From an optimization exercise on the open Yosys and OpenROAD flow, aimed at small area and a short achievable clock period; shortcuts taken in it are not production practice.
At most, simulation tests tie the RTL to the original design; equivalence was not proved.
Power and IR drop assume default switching activity.

==> flow/design.v <==
module dvp_frame_writer #(
    parameter int BURST_LEN    = 64,
    parameter int FIFO_DEPTH   = 256,
    parameter int FRAME_PIXELS = 307200,
    parameter int ADDR_W       = 20,
    parameter int BASE_ADDR    = 0
) (
    input  logic                        sclk,          
    input  logic                        rst,           
    input  logic                        frame_start,   
    input  logic                        pix_valid,     
    input  logic [15:0]                 pix_data,      
    output logic                        wr_req,        
    output logic [ADDR_W-1:0]           wr_addr,       
    input  logic                        wr_ack,        
    input  logic                        wr_data_rd,    
    output logic [15:0]                 wr_data,       
    output logic [$clog2(FIFO_DEPTH):0] fifo_level,    
    output logic                        overflow,      
    output logic                        frame_done     
);
    localparam int LW     = $clog2(FIFO_DEPTH) + 1;
    localparam int NBURST = FRAME_PIXELS / BURST_LEN;
    localparam int CW     = $clog2(FRAME_PIXELS + 1);
    localparam int BW     = $clog2(NBURST + 1);
    localparam int KW     = $clog2(BURST_LEN);
    localparam int SD     = FIFO_DEPTH - 2;            
    logic            idle_q, fill_q, req_q, xfer_q, done_q;
    logic            idle_d, fill_d, req_d, xfer_d, done_d;
    logic [LW-1:0]   level_q, level_d;
    logic [CW-1:0]   in_cnt_q, in_cnt_d;
    logic [BW-1:0]   burst_idx_q, burst_idx_d;
    logic [KW-1:0]   pop_cnt_q, pop_cnt_d;
    logic            pending_q, pending_d;
    logic            in_room_q, in_room_d;             
    logic            overflow_q, overflow_d;
    logic [15:0]     head_q, head_d;
    logic [15:0]     out_q;                            
    logic [15:0]     stg_q;                            
    logic            stg_v_q, stg_v_d;
    logic [15:0]     lo_q, lo_d, hi_q, hi_d;
    logic            s_empty, s_full, s_inc, s_dec;
    logic            shift;
    logic [15:0]     srl_q [SD];
    logic [15:0]     srl_rd;
    logic accepting, full, in_room, push, pop, last_pop, restart;
    logic to_head, stg_load, take_srl, take_stg, lvl0, lvl1, lvl_gt1;
    logic [15:0] grp [16];
    always_comb begin
        for (int a = 0; a < 16; a++) begin
            grp[a] = '0;
            for (int b = 0; b < 16; b++)
                if (16 * a + b - 1 >= 0 && 16 * a + b - 1 < SD)
                    grp[a] = grp[a] | ({16{lo_q[b]}} & srl_q[16 * a + b - 1]);
        end
        srl_rd = '0;
        for (int a = 0; a < 16; a++)
            srl_rd = srl_rd | ({16{hi_q[a]}} & grp[a]);
    end
    assign s_empty = lo_q[0] && hi_q[0];
    assign s_full  = lo_q[SD % 16] && hi_q[SD / 16];
    assign shift   = stg_v_q && !s_full;
    always_comb begin
        idle_d      = idle_q;
        fill_d      = fill_q;
        req_d       = req_q;
        xfer_d      = xfer_q;
        done_d      = 1'b0;
        in_cnt_d    = in_cnt_q;
        burst_idx_d = burst_idx_q;
        pop_cnt_d   = pop_cnt_q;
        pending_d   = pending_q;
        overflow_d  = overflow_q;
        head_d      = head_q;
        lo_d        = lo_q;
        hi_d        = hi_q;
        restart     = 1'b0;
        lvl0      = (level_q == '0);
        lvl1      = (level_q == LW'(1));
        lvl_gt1   = !lvl0 && !lvl1;
        accepting = (fill_q || req_q || xfer_q) && !pending_q;
        full      = (level_q == LW'(FIFO_DEPTH));
        in_room   = in_room_q;
        pop       = xfer_q && wr_data_rd && !lvl0;
        last_pop  = pop && (pop_cnt_q == KW'(BURST_LEN - 1));
        if ((idle_q || fill_q || done_q) && frame_start) restart = 1'b1;
        if (fill_q && !frame_start && level_q >= LW'(BURST_LEN)) begin
            fill_d = 1'b0;
            req_d  = 1'b1;
        end
        if ((req_q || xfer_q) && frame_start) pending_d = 1'b1;
        if (req_q && wr_ack) begin
            req_d  = 1'b0;
            xfer_d = 1'b1;
        end
        if (xfer_q && last_pop) begin
            xfer_d = 1'b0;
            if (pending_q || frame_start) restart = 1'b1;
            else if (burst_idx_q == BW'(NBURST - 1)) done_d = 1'b1;
            else fill_d = 1'b1;
        end
        if (done_q && !frame_start) idle_d = 1'b1;
        push = accepting && pix_valid && !full && in_room && !restart;
        if (accepting && pix_valid && full && in_room) overflow_d = 1'b1;
        in_room_d = in_room_q;
        if (push) in_room_d = (in_cnt_q != CW'(FRAME_PIXELS - 1));
        in_cnt_d    = ({CW{push}} & (in_cnt_q + CW'(1))) | ({CW{!push}} & in_cnt_q);
        pop_cnt_d   = ({KW{pop}} & (pop_cnt_q + KW'(1))) | ({KW{!pop}} & pop_cnt_q);
        burst_idx_d = ({BW{last_pop}} & (burst_idx_q + BW'(1))) | ({BW{!last_pop}} & burst_idx_q);
        level_d     = ({LW{push && !pop}} & (level_q + LW'(1)))
                    | ({LW{pop && !push}} & (level_q - LW'(1)))
                    | ({LW{push == pop}} & level_q);
        to_head  = push && (lvl0 || (pop && lvl1));
        stg_load = push && !to_head;
        take_srl = pop && lvl_gt1 && !s_empty;
        take_stg = pop && lvl_gt1 && s_empty;
        if (to_head) head_d = pix_data;
        else if (take_srl) head_d = srl_rd;
        else if (take_stg) head_d = stg_q;
        stg_v_d = stg_load || (stg_v_q && !shift);
        s_inc   = shift && !take_stg;
        s_dec   = take_srl;
        if (s_inc && !s_dec) begin
            lo_d = {lo_q[14:0], lo_q[15]};
            if (lo_q[15]) hi_d = {hi_q[14:0], hi_q[15]};
        end else if (s_dec && !s_inc) begin
            lo_d = {lo_q[0], lo_q[15:1]};
            if (lo_q[0]) hi_d = {hi_q[0], hi_q[15:1]};
        end
        if (restart) begin
            idle_d      = 1'b0;
            fill_d      = 1'b1;
            req_d       = 1'b0;
            xfer_d      = 1'b0;
            done_d      = 1'b0;
            level_d     = '0;
            in_cnt_d    = '0;
            in_room_d   = 1'b1;
            burst_idx_d = '0;
            pop_cnt_d   = '0;
            pending_d   = 1'b0;
            overflow_d  = 1'b0;
            stg_v_d     = 1'b0;
            lo_d        = 16'd1;
            hi_d        = 16'd1;
        end
    end
    always_ff @(posedge sclk) begin
        if (rst) begin
            idle_q      <= 1'b1;
            fill_q      <= 1'b0;
            req_q       <= 1'b0;
            xfer_q      <= 1'b0;
            done_q      <= 1'b0;
            level_q     <= '0;
            in_cnt_q    <= '0;
            in_room_q   <= 1'b1;
            burst_idx_q <= '0;
            pop_cnt_q   <= '0;
            pending_q   <= 1'b0;
            overflow_q  <= 1'b0;
            stg_v_q     <= 1'b0;
            lo_q        <= 16'd1;
            hi_q        <= 16'd1;
        end else begin
            idle_q      <= idle_d;
            fill_q      <= fill_d;
            req_q       <= req_d;
            xfer_q      <= xfer_d;
            done_q      <= done_d;
            level_q     <= level_d;
            in_cnt_q    <= in_cnt_d;
            in_room_q   <= in_room_d;
            burst_idx_q <= burst_idx_d;
            pop_cnt_q   <= pop_cnt_d;
            pending_q   <= pending_d;
            overflow_q  <= overflow_d;
            stg_v_q     <= stg_v_d;
            lo_q        <= lo_d;
            hi_q        <= hi_d;
        end
    end
    always_ff @(posedge sclk) begin
        head_q <= head_d;
        out_q  <= head_d;
        if (stg_load) stg_q <= pix_data;
        if (shift) begin
            srl_q[0] <= stg_q;
            for (int i = 1; i < SD; i++) srl_q[i] <= srl_q[i-1];
        end
    end
    assign wr_req     = req_q;
    assign wr_addr    = ADDR_W'(BASE_ADDR) + ADDR_W'(burst_idx_q * BURST_LEN);
    assign wr_data    = out_q;
    assign fifo_level = level_q;
    assign overflow   = overflow_q;
    assign frame_done = done_q;
endmodule
export LEC_CHECK = 0
export ABC_CLOCK_PERIOD_IN_PS = 2000
export CAP_MARGIN = 20
export CORE_MARGIN = 2
export CORE_UTILIZATION = 55
export CTS_CLUSTER_DIAMETER = 60
export CTS_CLUSTER_SIZE = 30
export SETUP_SLACK_MARGIN = 4.0
export SLEW_MARGIN = 20
create_clock -name core_clock -period 7.0 [get_ports {sclk}]
standard.sh (not shown) runs the stock make flow with config.mk's settings and CLKGATE_MAP_FILE= SYNTH_SCRIPT=/design/flow/synth_recipe.tcl, a recipe that flattens the netlist after the stock synthesis.
==> flow/flow/run.sh <==
#!/bin/bash
# Own flow: the standard layout (standard.sh, unchanged synthesis and steps) with two
# layout options changed: the port buffers are buf_4 cells instead of the resizer's pick,
# and clock tree synthesis inserts no dummy loads.
set -euo pipefail
export BUFFER_PORTS_ARGS="-buffer_cell sky130_fd_sc_hd__buf_4"
export CTS_ARGS="-sink_clustering_enable -repair_clock_nets -sink_clustering_size 30 -sink_clustering_max_diameter 60 -dont_use_dummy_load"
bash standard.sh finish > flow_make.log 2>&1
Then changed:
--- a/flow/design.v
+++ b/flow/design.v
@@ -35,6 +35,7 @@
     logic            in_room_q, in_room_d;             
     logic            overflow_q, overflow_d;
-    logic [15:0]     head_q, head_d;
+    logic [15:0]     head_q;
     logic [15:0]     out_q;                            
+    logic            head_upd;
     logic [15:0]     stg_q;                            
     logic            stg_v_q, stg_v_d;
@@ -42,4 +43,6 @@
     logic            s_empty, s_full, s_inc, s_dec;
     logic            shift;
+    logic [15:0]     shift_c;                          
+    logic [15:0]     hi_ge;                            
     logic [15:0]     srl_q [SD];
     logic [15:0]     srl_rd;
@@ -53,4 +56,6 @@
                 if (16 * a + b - 1 >= 0 && 16 * a + b - 1 < SD)
                     grp[a] = grp[a] | ({16{lo_q[b]}} & srl_q[16 * a + b - 1]);
+                else if (a == 0 && b == 0)
+                    grp[a] = grp[a] | ({16{lo_q[0]}} & stg_q);
         end
         srl_rd = '0;
@@ -61,4 +66,10 @@
     assign s_full  = lo_q[SD % 16] && hi_q[SD / 16];
     assign shift   = stg_v_q && !s_full;
+    always_comb begin
+        for (int c = 0; c < 16; c++) begin
+            hi_ge[c]   = |(hi_q >> c);
+            shift_c[c] = shift && hi_ge[c];
+        end
+    end
     always_comb begin
         idle_d      = idle_q;
@@ -72,5 +83,4 @@
         pending_d   = pending_q;
         overflow_d  = overflow_q;
-        head_d      = head_q;
         lo_d        = lo_q;
         hi_d        = hi_q;
@@ -113,9 +123,7 @@
         to_head  = push && (lvl0 || (pop && lvl1));
         stg_load = push && !to_head;
-        take_srl = pop && lvl_gt1 && !s_empty;
-        take_stg = pop && lvl_gt1 && s_empty;
-        if (to_head) head_d = pix_data;
-        else if (take_srl) head_d = srl_rd;
-        else if (take_stg) head_d = stg_q;
+        take_srl = pop && !s_empty;
+        take_stg = pop && s_empty && stg_v_q;
+        head_upd = to_head || take_srl || take_stg;
         stg_v_d = stg_load || (stg_v_q && !shift);
         s_inc   = shift && !take_stg;
@@ -182,11 +190,10 @@
     end
     always_ff @(posedge sclk) begin
-        head_q <= head_d;
-        out_q  <= head_d;
+        head_q <= ({16{to_head}} & pix_data) | ({16{take_srl || take_stg}} & srl_rd) | ({16{!head_upd}} & out_q);
+        out_q  <= ({16{to_head}} & pix_data) | ({16{take_srl || take_stg}} & srl_rd) | ({16{!head_upd}} & head_q);
         if (stg_load) stg_q <= pix_data;
-        if (shift) begin
-            srl_q[0] <= stg_q;
-            for (int i = 1; i < SD; i++) srl_q[i] <= srl_q[i-1];
-        end
+        if (shift_c[0]) srl_q[0] <= stg_q;
+        for (int i = 1; i < SD; i++)
+            if (shift_c[i / 16]) srl_q[i] <= srl_q[i-1];
     end
     assign wr_req     = req_q;
The changed run passed the timing, DRC and antenna checks.
First-iteration DRC count is higher by roughly a tenth.
Cell area is higher by a few percent.
Fmax is lower by a few percent.
Register-to-register slack loses 0.08 ns.
Worst setup slack loses 0.076 ns.
Wire length is higher by a little under a tenth.
Clock power is about the same.
Worst hold slack gains 0.016 ns.
Only the layout flow was run in the second run of this note; the RTL was not checked for function there.

[static timing again, ports no longer ideal]
No port has a modelled driver above. Below, the same layouts with a new extraction and two added sets of constraints.
Step 1, drivers: a clkbuf_16 drives sclk and a buf_2 each remaining input, both assumed.
Step 2 adds t to the input delays and takes it off the output delays; t is the mean of the earliest and latest rising clock arrival at the registers after step 1. Input paths then give back, and output paths get back, about the clock's delay inside the block.
a / b / c = no drivers / after step 1 / after step 2; a / b = the first two.
run | t, ns | setup slack, ns | worst hold slack (ns) | worst register clock-pin slew, ns | worst slew at a driven data input, ns
the first run | 1.016 | 3.787 / 3.775 / 3.183 | 0.378 / 0.378 / 0.378 | 0.11 / 0.11 | 0.19
the second run | 1.038 | 3.711 / 3.711 / 3.412 | 0.394 / 0.394 / 0.394 | 0.11 / 0.11 | 0.07
After both steps every run listed still meets setup and hold. The setup slack of the first run, which loses most, moves by -0.012 ns with the drivers and by -0.604 ns with both steps.
